This design comes from an exercise in tuning for small area and a short achievable clock period on the open sky130 flow, not from production work.
Function was checked by simulation only, so behaviour that the tests miss may differ from the original.

==> module glyph_pixel_gen, before the edit <==
module glyph_pixel_gen
(
  input  logic                                   clk,
  input  logic                                   rst_n,
  input  logic [text_video_pkg::HCOUNT_W-1:0]    hcount,
  input  logic [text_video_pkg::VCOUNT_W-1:0]    vcount,
  input  logic                                   line_visible,
  input  logic                                   frame_visible,
  input  logic                                   hsync_in,
  input  logic                                   vsync_in,
  output logic [text_video_pkg::CHAR_ADDR_W-1:0] char_raddr,
  input  logic [text_video_pkg::BYTE_W-1:0]      char_rdata,
  input  logic                                   char_we,
  input  logic [text_video_pkg::CHAR_ADDR_W-1:0] char_waddr,
  input  logic [text_video_pkg::BYTE_W-1:0]      char_wdata,
  input  logic                                   char_acc,
  input  logic [text_video_pkg::CHAR_ADDR_W-1:0] char_acc_addr,
  input  logic [text_video_pkg::BYTE_W-1:0]      cmd_data,
  output logic [3:0]                             font_row,
  output logic [15:0]                            font_row_sel,
  input  logic [31:0]                            font_taps,
  input  logic [1:0]                             font_tap_bit,
  input  logic [2:0]                             font_phase3,
  output logic [text_video_pkg::FONT_ADDR_W-1:0] font_chk_addr,
  output logic                                   font_chk_zero,
  input  logic                                   font_chk_hit,
  input  logic [text_video_pkg::BYTE_W-1:0]      font_chk_data,
  output logic [3:0]                             red,
  output logic [3:0]                             green,
  output logic [3:0]                             blue,
  output logic                                   hsync,
  output logic                                   vsync,
  output logic                                   de
);
  logic [2:0]             phase;
  logic [CHAR_ADDR_W-1:0] fetch_col;
  logic [VCOUNT_W-1:0]    fetch_line;
  logic [VCOUNT_W-1:0]    next_line;
  logic [3:0]             row_q;
  logic [15:0]            row_oh;
  logic [3:0]             code_pre;
  logic                   code_hit;
  logic                   row_zero;
  logic                   zero_new;
  logic [3:0]             code_new;
  logic [3:0]             code;
  logic                   ph6;
  logic                   ph0;
  logic                   ph2;
  logic [CHAR_ADDR_W-1:0] fetch_addr;
  logic [31:0]            taps_q;
  logic [1:0]             tap_bit_q;
  logic [1:0]             gbits;
  logic [GLYPH_W-1:0]     snap;
  logic [GLYPH_W-1:0]     merged;
  logic                   ov_valid;
  logic [GLYPH_W-1:0]     ov_data;
  logic [GLYPH_W-1:0]     pix_shift;
  logic                   pix_ov;
  logic [2:0]             shown;
  logic [1:0]             shown_bit;
  logic [2:0]             win_phase;
  logic [1:0]             win_pos;
  logic                   pix_inv;
  logic                   pix_inv_q;
  logic [3:0]             code_q;
  logic                   pix_bit;
  logic [PIXEL_LATENCY-2:0] vis_pipe;
  logic [PIXEL_LATENCY-2:0] hs_pipe;
  logic [PIXEL_LATENCY-2:0] vs_pipe;
  assign phase = hcount[2:0];
  assign next_line = (vcount == VCOUNT_W'(V_TOTAL - 1)) ? '0 : vcount + 1'b1;
  always_comb
  begin
    if (hcount == HCOUNT_W'(H_TOTAL - 4))
    begin
      fetch_col  = '0;
      fetch_line = next_line;
    end
    else
    begin
      fetch_col  = CHAR_ADDR_W'(hcount / GLYPH_W + 1);
      fetch_line = vcount;
    end
  end
  assign fetch_addr    = CHAR_ADDR_W'((fetch_line / GLYPH_H) * TEXT_COLS + fetch_col);
  assign code          = code_hit ? code_new : code_pre;
  assign font_row      = row_q;
  assign font_row_sel  = row_oh;
  assign font_chk_addr = {code, row_q};
  assign font_chk_zero = row_zero && (code_hit ? zero_new : (code_pre == 4'd0));
  assign gbits         = taps_q[2*code_q +: 2];
  always_comb
  begin
    merged = snap;
    merged[{1'b1, tap_bit_q}] = gbits[1];
    merged[{1'b0, tap_bit_q}] = gbits[0];
  end
  always_ff @(posedge clk or negedge rst_n)
  begin
    if (!rst_n)
    begin
      code_hit <= 1'b0;
      ph6      <= 1'b0;
      ph0      <= 1'b1;
      ph2      <= 1'b0;
    end
    else
    begin
      if (phase == 3'd5)
        code_hit <= char_acc && (char_acc_addr == char_raddr);
      ph6 <= (phase == 3'd5);
      ph0 <= (phase == 3'd7);
      ph2 <= (phase == 3'd1);
    end
  end
  always_ff @(posedge clk)
  begin
    if (phase == 3'd4)
    begin
      char_raddr <= fetch_addr;
      row_q      <= fetch_line[3:0];
      row_oh     <= 16'(1) << fetch_line[3:0];
      row_zero   <= (fetch_line[3:0] == 4'd0);
    end
    if (phase == 3'd5)
    begin
      code_pre   <= (char_we && (char_waddr == char_raddr)) ? char_wdata[3:0] : char_rdata[3:0];
      code_new   <= cmd_data[3:0];
      zero_new   <= (cmd_data[3:0] == 4'd0);
    end
    if (ph6)
      code_q <= code;
    taps_q    <= font_taps;
    tap_bit_q <= font_tap_bit;
    if (ph6)
    begin
      ov_valid <= font_chk_hit;
      ov_data  <= font_chk_data;
    end
    else if (ph0 && font_chk_hit)
    begin
      ov_valid <= 1'b1;
      ov_data  <= font_chk_data;
    end
    snap <= merged;
    if (ph2)
    begin
      pix_shift <= ov_valid ? ov_data : merged;
      pix_ov    <= ov_valid;
    end
    else
      pix_shift <= pix_shift << 1;
  end
  assign shown     = phase - 3'd2;
  assign shown_bit = 2'd3 - shown[1:0];
  assign win_phase = font_phase3 + 3'd1 - shown - 3'd5;
  assign win_pos   = 2'd3 - shown_bit - win_phase[1:0];
  assign pix_inv   = 3'(win_phase + 3'(win_pos) - 3'd3) >> 2;
  assign pix_bit   = pix_shift[GLYPH_W-1] ^ (pix_inv_q && !pix_ov);
  always_ff @(posedge clk)
    pix_inv_q <= pix_inv;
  logic [3:0]             green_n;
  assign green = ~green_n;
  always_ff @(posedge clk or negedge rst_n)
  begin
    if (!rst_n)
    begin
      vis_pipe <= '0;
      hs_pipe  <= '1;
      vs_pipe  <= '1;
      de       <= 1'b0;
      hsync    <= 1'b1;
      vsync    <= 1'b1;
      red      <= 4'h0;
      green_n  <= 4'hf;
      blue     <= 4'h0;
    end
    else
    begin
      vis_pipe <= {vis_pipe[PIXEL_LATENCY-3:0], line_visible & frame_visible};
      hs_pipe  <= {hs_pipe[PIXEL_LATENCY-3:0], hsync_in};
      vs_pipe  <= {vs_pipe[PIXEL_LATENCY-3:0], vsync_in};
      de       <= vis_pipe[PIXEL_LATENCY-2];
      hsync    <= hs_pipe[PIXEL_LATENCY-2];
      vsync    <= vs_pipe[PIXEL_LATENCY-2];
      if (!vis_pipe[PIXEL_LATENCY-2])
        {red, green_n, blue} <= {4'h0, 4'hf, 4'h0};
      else if (pix_bit)
        {red, green_n, blue} <= {FG_RED, ~FG_GREEN, FG_BLUE};
      else
        {red, green_n, blue} <= {BG_RED, ~BG_GREEN, BG_BLUE};
    end
  end
endmodule
clock: 4.5 ns
lec_check: 0
cap_margin: 20
core_margin: 2
core_utilization: 60
cts_cluster_diameter: 100
cts_cluster_size: 24
setup_slack_margin: 2.1
slew_margin: 20
run.sh (not shown) runs the stock make flow with config.mk's settings and CLKGATE_MAP_FILE= SYNTH_SCRIPT=/design/flow/synth_recipe.tcl, a recipe that flattens the netlist after the stock synthesis.
==> next run, changes <==
--- a/flow/design.v
+++ b/flow/design.v
@@ -517,8 +517,6 @@
   assign pix_bit   = pix_shift[GLYPH_W-1] ^ (pix_inv_q && !pix_ov);
   always_ff @(posedge clk)
     pix_inv_q <= pix_inv;
-  logic [3:0]             green_n;
-  assign green = ~green_n;
   always_ff @(posedge clk or negedge rst_n)
   begin
     if (!rst_n)
@@ -530,7 +528,7 @@
       hsync    <= 1'b1;
       vsync    <= 1'b1;
       red      <= 4'h0;
-      green_n  <= 4'hf;
+      green    <= 4'h0;
       blue     <= 4'h0;
     end
     else
@@ -542,11 +540,11 @@
       hsync    <= hs_pipe[PIXEL_LATENCY-2];
       vsync    <= vs_pipe[PIXEL_LATENCY-2];
       if (!vis_pipe[PIXEL_LATENCY-2])
-        {red, green_n, blue} <= {4'h0, 4'hf, 4'h0};
+        {red, green, blue} <= 12'h000;
       else if (pix_bit)
-        {red, green_n, blue} <= {FG_RED, ~FG_GREEN, FG_BLUE};
+        {red, green, blue} <= {FG_RED, FG_GREEN, FG_BLUE};
       else
-        {red, green_n, blue} <= {BG_RED, ~BG_GREEN, BG_BLUE};
+        {red, green, blue} <= {BG_RED, BG_GREEN, BG_BLUE};
     end
   end
 endmodule
Outcome:
- setup slack gains 40 ps
- synthesized cell count is about the same
- fmax increases by 1.6%
- via count decreases by 1.1%
- core utilization decreases by 0.62 points
- final cell count decreases by 0.82%
- clock-buffer cell count decreases by 1
- routed wire length decreases by 1.3%
- first-iteration DRC count decreases by 10%
- hold slack loses 49 ps
- global-route usage decreases by 0.25 points


Setup of 10-23:
text_video_top with an RTL version that a note above also has.
Size in the first run: ~4,800 cells after synthesis, about 2,400 flip-flops, about 64,000 µm² of cells after synthesis.
==> module glyph_pixel_gen, before the edit <==
module glyph_pixel_gen
(
  input  logic                                   clk,
  input  logic                                   rst_n,
  input  logic [text_video_pkg::HCOUNT_W-1:0]    hcount,
  input  logic [text_video_pkg::VCOUNT_W-1:0]    vcount,
  input  logic                                   line_visible,
  input  logic                                   frame_visible,
  input  logic                                   hsync_in,
  input  logic                                   vsync_in,
  output logic [text_video_pkg::CHAR_ADDR_W-1:0] char_raddr,
  input  logic [text_video_pkg::BYTE_W-1:0]      char_rdata,
  input  logic                                   char_we,
  input  logic [text_video_pkg::CHAR_ADDR_W-1:0] char_waddr,
  input  logic [text_video_pkg::BYTE_W-1:0]      char_wdata,
  input  logic                                   char_acc,
  input  logic [text_video_pkg::CHAR_ADDR_W-1:0] char_acc_addr,
  input  logic [text_video_pkg::BYTE_W-1:0]      cmd_data,
  output logic [3:0]                             font_row,
  output logic [15:0]                            font_row_sel,
  input  logic [31:0]                            font_taps,
  input  logic [1:0]                             font_tap_bit,
  input  logic [2:0]                             font_phase3,
  output logic [text_video_pkg::FONT_ADDR_W-1:0] font_chk_addr,
  output logic                                   font_chk_zero,
  input  logic                                   font_chk_hit,
  input  logic [text_video_pkg::BYTE_W-1:0]      font_chk_data,
  output logic [3:0]                             red,
  output logic [3:0]                             green,
  output logic [3:0]                             blue,
  output logic                                   hsync,
  output logic                                   vsync,
  output logic                                   de
);
  logic [2:0]             phase;
  logic [CHAR_ADDR_W-1:0] fetch_col;
  logic [VCOUNT_W-1:0]    fetch_line;
  logic [VCOUNT_W-1:0]    next_line;
  logic [3:0]             row_q;
  logic [15:0]            row_oh;
  logic [3:0]             code_pre;
  logic                   code_hit;
  logic                   row_zero;
  logic                   zero_new;
  logic [3:0]             code_new;
  logic [3:0]             code;
  logic                   ph6;
  logic                   ph0;
  logic                   ph2;
  logic [CHAR_ADDR_W-1:0] fetch_addr;
  logic [31:0]            taps_q;
  logic [1:0]             tap_bit_q;
  logic [1:0]             gbits;
  logic [GLYPH_W-1:0]     snap;
  logic [GLYPH_W-1:0]     merged;
  logic                   ov_valid;
  logic [GLYPH_W-1:0]     ov_data;
  logic [GLYPH_W-1:0]     pix_shift;
  logic                   pix_ov;
  logic [2:0]             shown;
  logic [1:0]             shown_bit;
  logic [2:0]             win_phase;
  logic [1:0]             win_pos;
  logic                   pix_inv;
  logic                   pix_inv_q;
  logic [3:0]             code_q;
  logic                   pix_bit;
  logic [PIXEL_LATENCY-2:0] vis_pipe;
  logic [PIXEL_LATENCY-2:0] hs_pipe;
  logic [PIXEL_LATENCY-2:0] vs_pipe;
  assign phase = hcount[2:0];
  assign next_line = (vcount == VCOUNT_W'(V_TOTAL - 1)) ? '0 : vcount + 1'b1;
  always_comb
  begin
    if (hcount == HCOUNT_W'(H_TOTAL - 4))
    begin
      fetch_col  = '0;
      fetch_line = next_line;
    end
    else
    begin
      fetch_col  = CHAR_ADDR_W'(hcount / GLYPH_W + 1);
      fetch_line = vcount;
    end
  end
  assign fetch_addr    = CHAR_ADDR_W'((fetch_line / GLYPH_H) * TEXT_COLS + fetch_col);
  assign code          = code_hit ? code_new : code_pre;
  assign font_row      = row_q;
  assign font_row_sel  = row_oh;
  assign font_chk_addr = {code, row_q};
  assign font_chk_zero = row_zero && (code_hit ? zero_new : (code_pre == 4'd0));
  assign gbits         = taps_q[2*code_q +: 2];
  always_comb
  begin
    merged = snap;
    merged[{1'b1, tap_bit_q}] = gbits[1];
    merged[{1'b0, tap_bit_q}] = gbits[0];
  end
  always_ff @(posedge clk or negedge rst_n)
  begin
    if (!rst_n)
    begin
      code_hit <= 1'b0;
      ph6      <= 1'b0;
      ph0      <= 1'b1;
      ph2      <= 1'b0;
    end
    else
    begin
      if (phase == 3'd5)
        code_hit <= char_acc && (char_acc_addr == char_raddr);
      ph6 <= (phase == 3'd5);
      ph0 <= (phase == 3'd7);
      ph2 <= (phase == 3'd1);
    end
  end
  always_ff @(posedge clk)
  begin
    if (phase == 3'd4)
    begin
      char_raddr <= fetch_addr;
      row_q      <= fetch_line[3:0];
      row_oh     <= 16'(1) << fetch_line[3:0];
      row_zero   <= (fetch_line[3:0] == 4'd0);
    end
    if (phase == 3'd5)
    begin
      code_pre   <= (char_we && (char_waddr == char_raddr)) ? char_wdata[3:0] : char_rdata[3:0];
      code_new   <= cmd_data[3:0];
      zero_new   <= (cmd_data[3:0] == 4'd0);
    end
    if (ph6)
      code_q <= code;
    taps_q    <= font_taps;
    tap_bit_q <= font_tap_bit;
    if (ph6)
    begin
      ov_valid <= font_chk_hit;
      ov_data  <= font_chk_data;
    end
    else if (ph0 && font_chk_hit)
    begin
      ov_valid <= 1'b1;
      ov_data  <= font_chk_data;
    end
    snap <= merged;
    if (ph2)
    begin
      pix_shift <= ov_valid ? ov_data : merged;
      pix_ov    <= ov_valid;
    end
    else
      pix_shift <= pix_shift << 1;
  end
  assign shown     = phase - 3'd2;
  assign shown_bit = 2'd3 - shown[1:0];
  assign win_phase = font_phase3 + 3'd1 - shown - 3'd5;
  assign win_pos   = 2'd3 - shown_bit - win_phase[1:0];
  assign pix_inv   = 3'(win_phase + 3'(win_pos) - 3'd3) >> 2;
  assign pix_bit   = pix_shift[GLYPH_W-1] ^ (pix_inv_q && !pix_ov);
  always_ff @(posedge clk)
    pix_inv_q <= pix_inv;
  always_ff @(posedge clk or negedge rst_n)
  begin
    if (!rst_n)
    begin
      vis_pipe <= '0;
      hs_pipe  <= '1;
      vs_pipe  <= '1;
      de       <= 1'b0;
      hsync    <= 1'b1;
      vsync    <= 1'b1;
      red      <= 4'h0;
      green    <= 4'h0;
      blue     <= 4'h0;
    end
    else
    begin
      vis_pipe <= {vis_pipe[PIXEL_LATENCY-3:0], line_visible & frame_visible};
      hs_pipe  <= {hs_pipe[PIXEL_LATENCY-3:0], hsync_in};
      vs_pipe  <= {vs_pipe[PIXEL_LATENCY-3:0], vsync_in};
      de       <= vis_pipe[PIXEL_LATENCY-2];
      hsync    <= hs_pipe[PIXEL_LATENCY-2];
      vsync    <= vs_pipe[PIXEL_LATENCY-2];
      if (!vis_pipe[PIXEL_LATENCY-2])
        {red, green, blue} <= 12'h000;
      else if (pix_bit)
        {red, green, blue} <= {FG_RED, FG_GREEN, FG_BLUE};
      else
        {red, green, blue} <= {BG_RED, BG_GREEN, BG_BLUE};
    end
  end
endmodule
make LEC_CHECK=0 CAP_MARGIN=20 CORE_MARGIN=2 CORE_UTILIZATION=60 CTS_CLUSTER_DIAMETER=100 CTS_CLUSTER_SIZE=24 PLACE_DENSITY=0.7 SETUP_SLACK_MARGIN=2.1 SLEW_MARGIN=20 finish   # period 4.5 ns
diff inputs: 10-23 => 03-16
--- a/flow/design.v
+++ b/flow/design.v
@@ -398,6 +398,7 @@
   logic [3:0]             code_pre;
   logic                   code_hit;
   logic                   row_zero;
+  logic [3:0]             row_next;
   logic                   zero_new;
   logic [3:0]             code_new;
   logic [3:0]             code;
@@ -440,6 +441,7 @@
       fetch_line = vcount;
     end
   end
+  assign row_next      = (hcount >= HCOUNT_W'(H_TOTAL - 3)) ? next_line[3:0] : vcount[3:0];
   assign fetch_addr    = CHAR_ADDR_W'((fetch_line / GLYPH_H) * TEXT_COLS + fetch_col);
   assign code          = code_hit ? code_new : code_pre;
   assign font_row      = row_q;
@@ -476,9 +478,6 @@
     if (phase == 3'd4)
     begin
       char_raddr <= fetch_addr;
-      row_q      <= fetch_line[3:0];
-      row_oh     <= 16'(1) << fetch_line[3:0];
-      row_zero   <= (fetch_line[3:0] == 4'd0);
     end
     if (phase == 3'd5)
     begin
@@ -486,6 +485,9 @@
       code_new   <= cmd_data[3:0];
       zero_new   <= (cmd_data[3:0] == 4'd0);
     end
+    row_q    <= row_next;
+    row_oh   <= 16'(1) << row_next;
+    row_zero <= (row_next == 4'd0);
     if (ph6)
       code_q <= code;
     taps_q    <= font_taps;
### Flow results
The setup slack in 03-16 sits 49 ps below the value recorded for 10-23. Compared with 10-23, in 03-16 final critical delay including setup and external delays higher; via-per-instance ratio held; global routing usage on met1 went up 0.61 points. Routed wire in 03-16 totals more than in 10-23. Type of the tightest min-delay check: in2async -> 10-23, reg2reg -> 03-16. Relative to 10-23, the mean area per synthesized cell measured on 03-16 has decreased slightly.

[what the ideal ports hide]
No port has a modelled driver above. Below, the same layouts with a new extraction and two added sets of constraints.
Step 1 assumes that a clkbuf_16 drives the clock port and a buf_2 every other input.
Step 2 moves the port delays by t, midway between the first and last clock arrival at a register: inputs arrive t later, outputs are due t later. That takes back most of the time a late clock gives input paths.
Three values: ideal ports, drivers, drivers and shift; two values: the first two.
run | t (ns) | slack for setup (ns) | cell pins on the clock port's net
the first run of note 1 | 0.800 | 1.992 / 1.992 / 1.463 | 1
the second run of note 1 | 0.803 | 2.031 / 1.953 / 1.820 | 1
10-23 | 0.796 | 2.112 / 2.104 / 1.463 | 1
03-16 | 0.801 | 2.064 / 2.064 / 1.448 | 1
After both steps every run listed still meets setup and hold. The setup slack of 10-23, which loses most, moves by -0.008 ns with the drivers and by -0.649 ns with both steps.
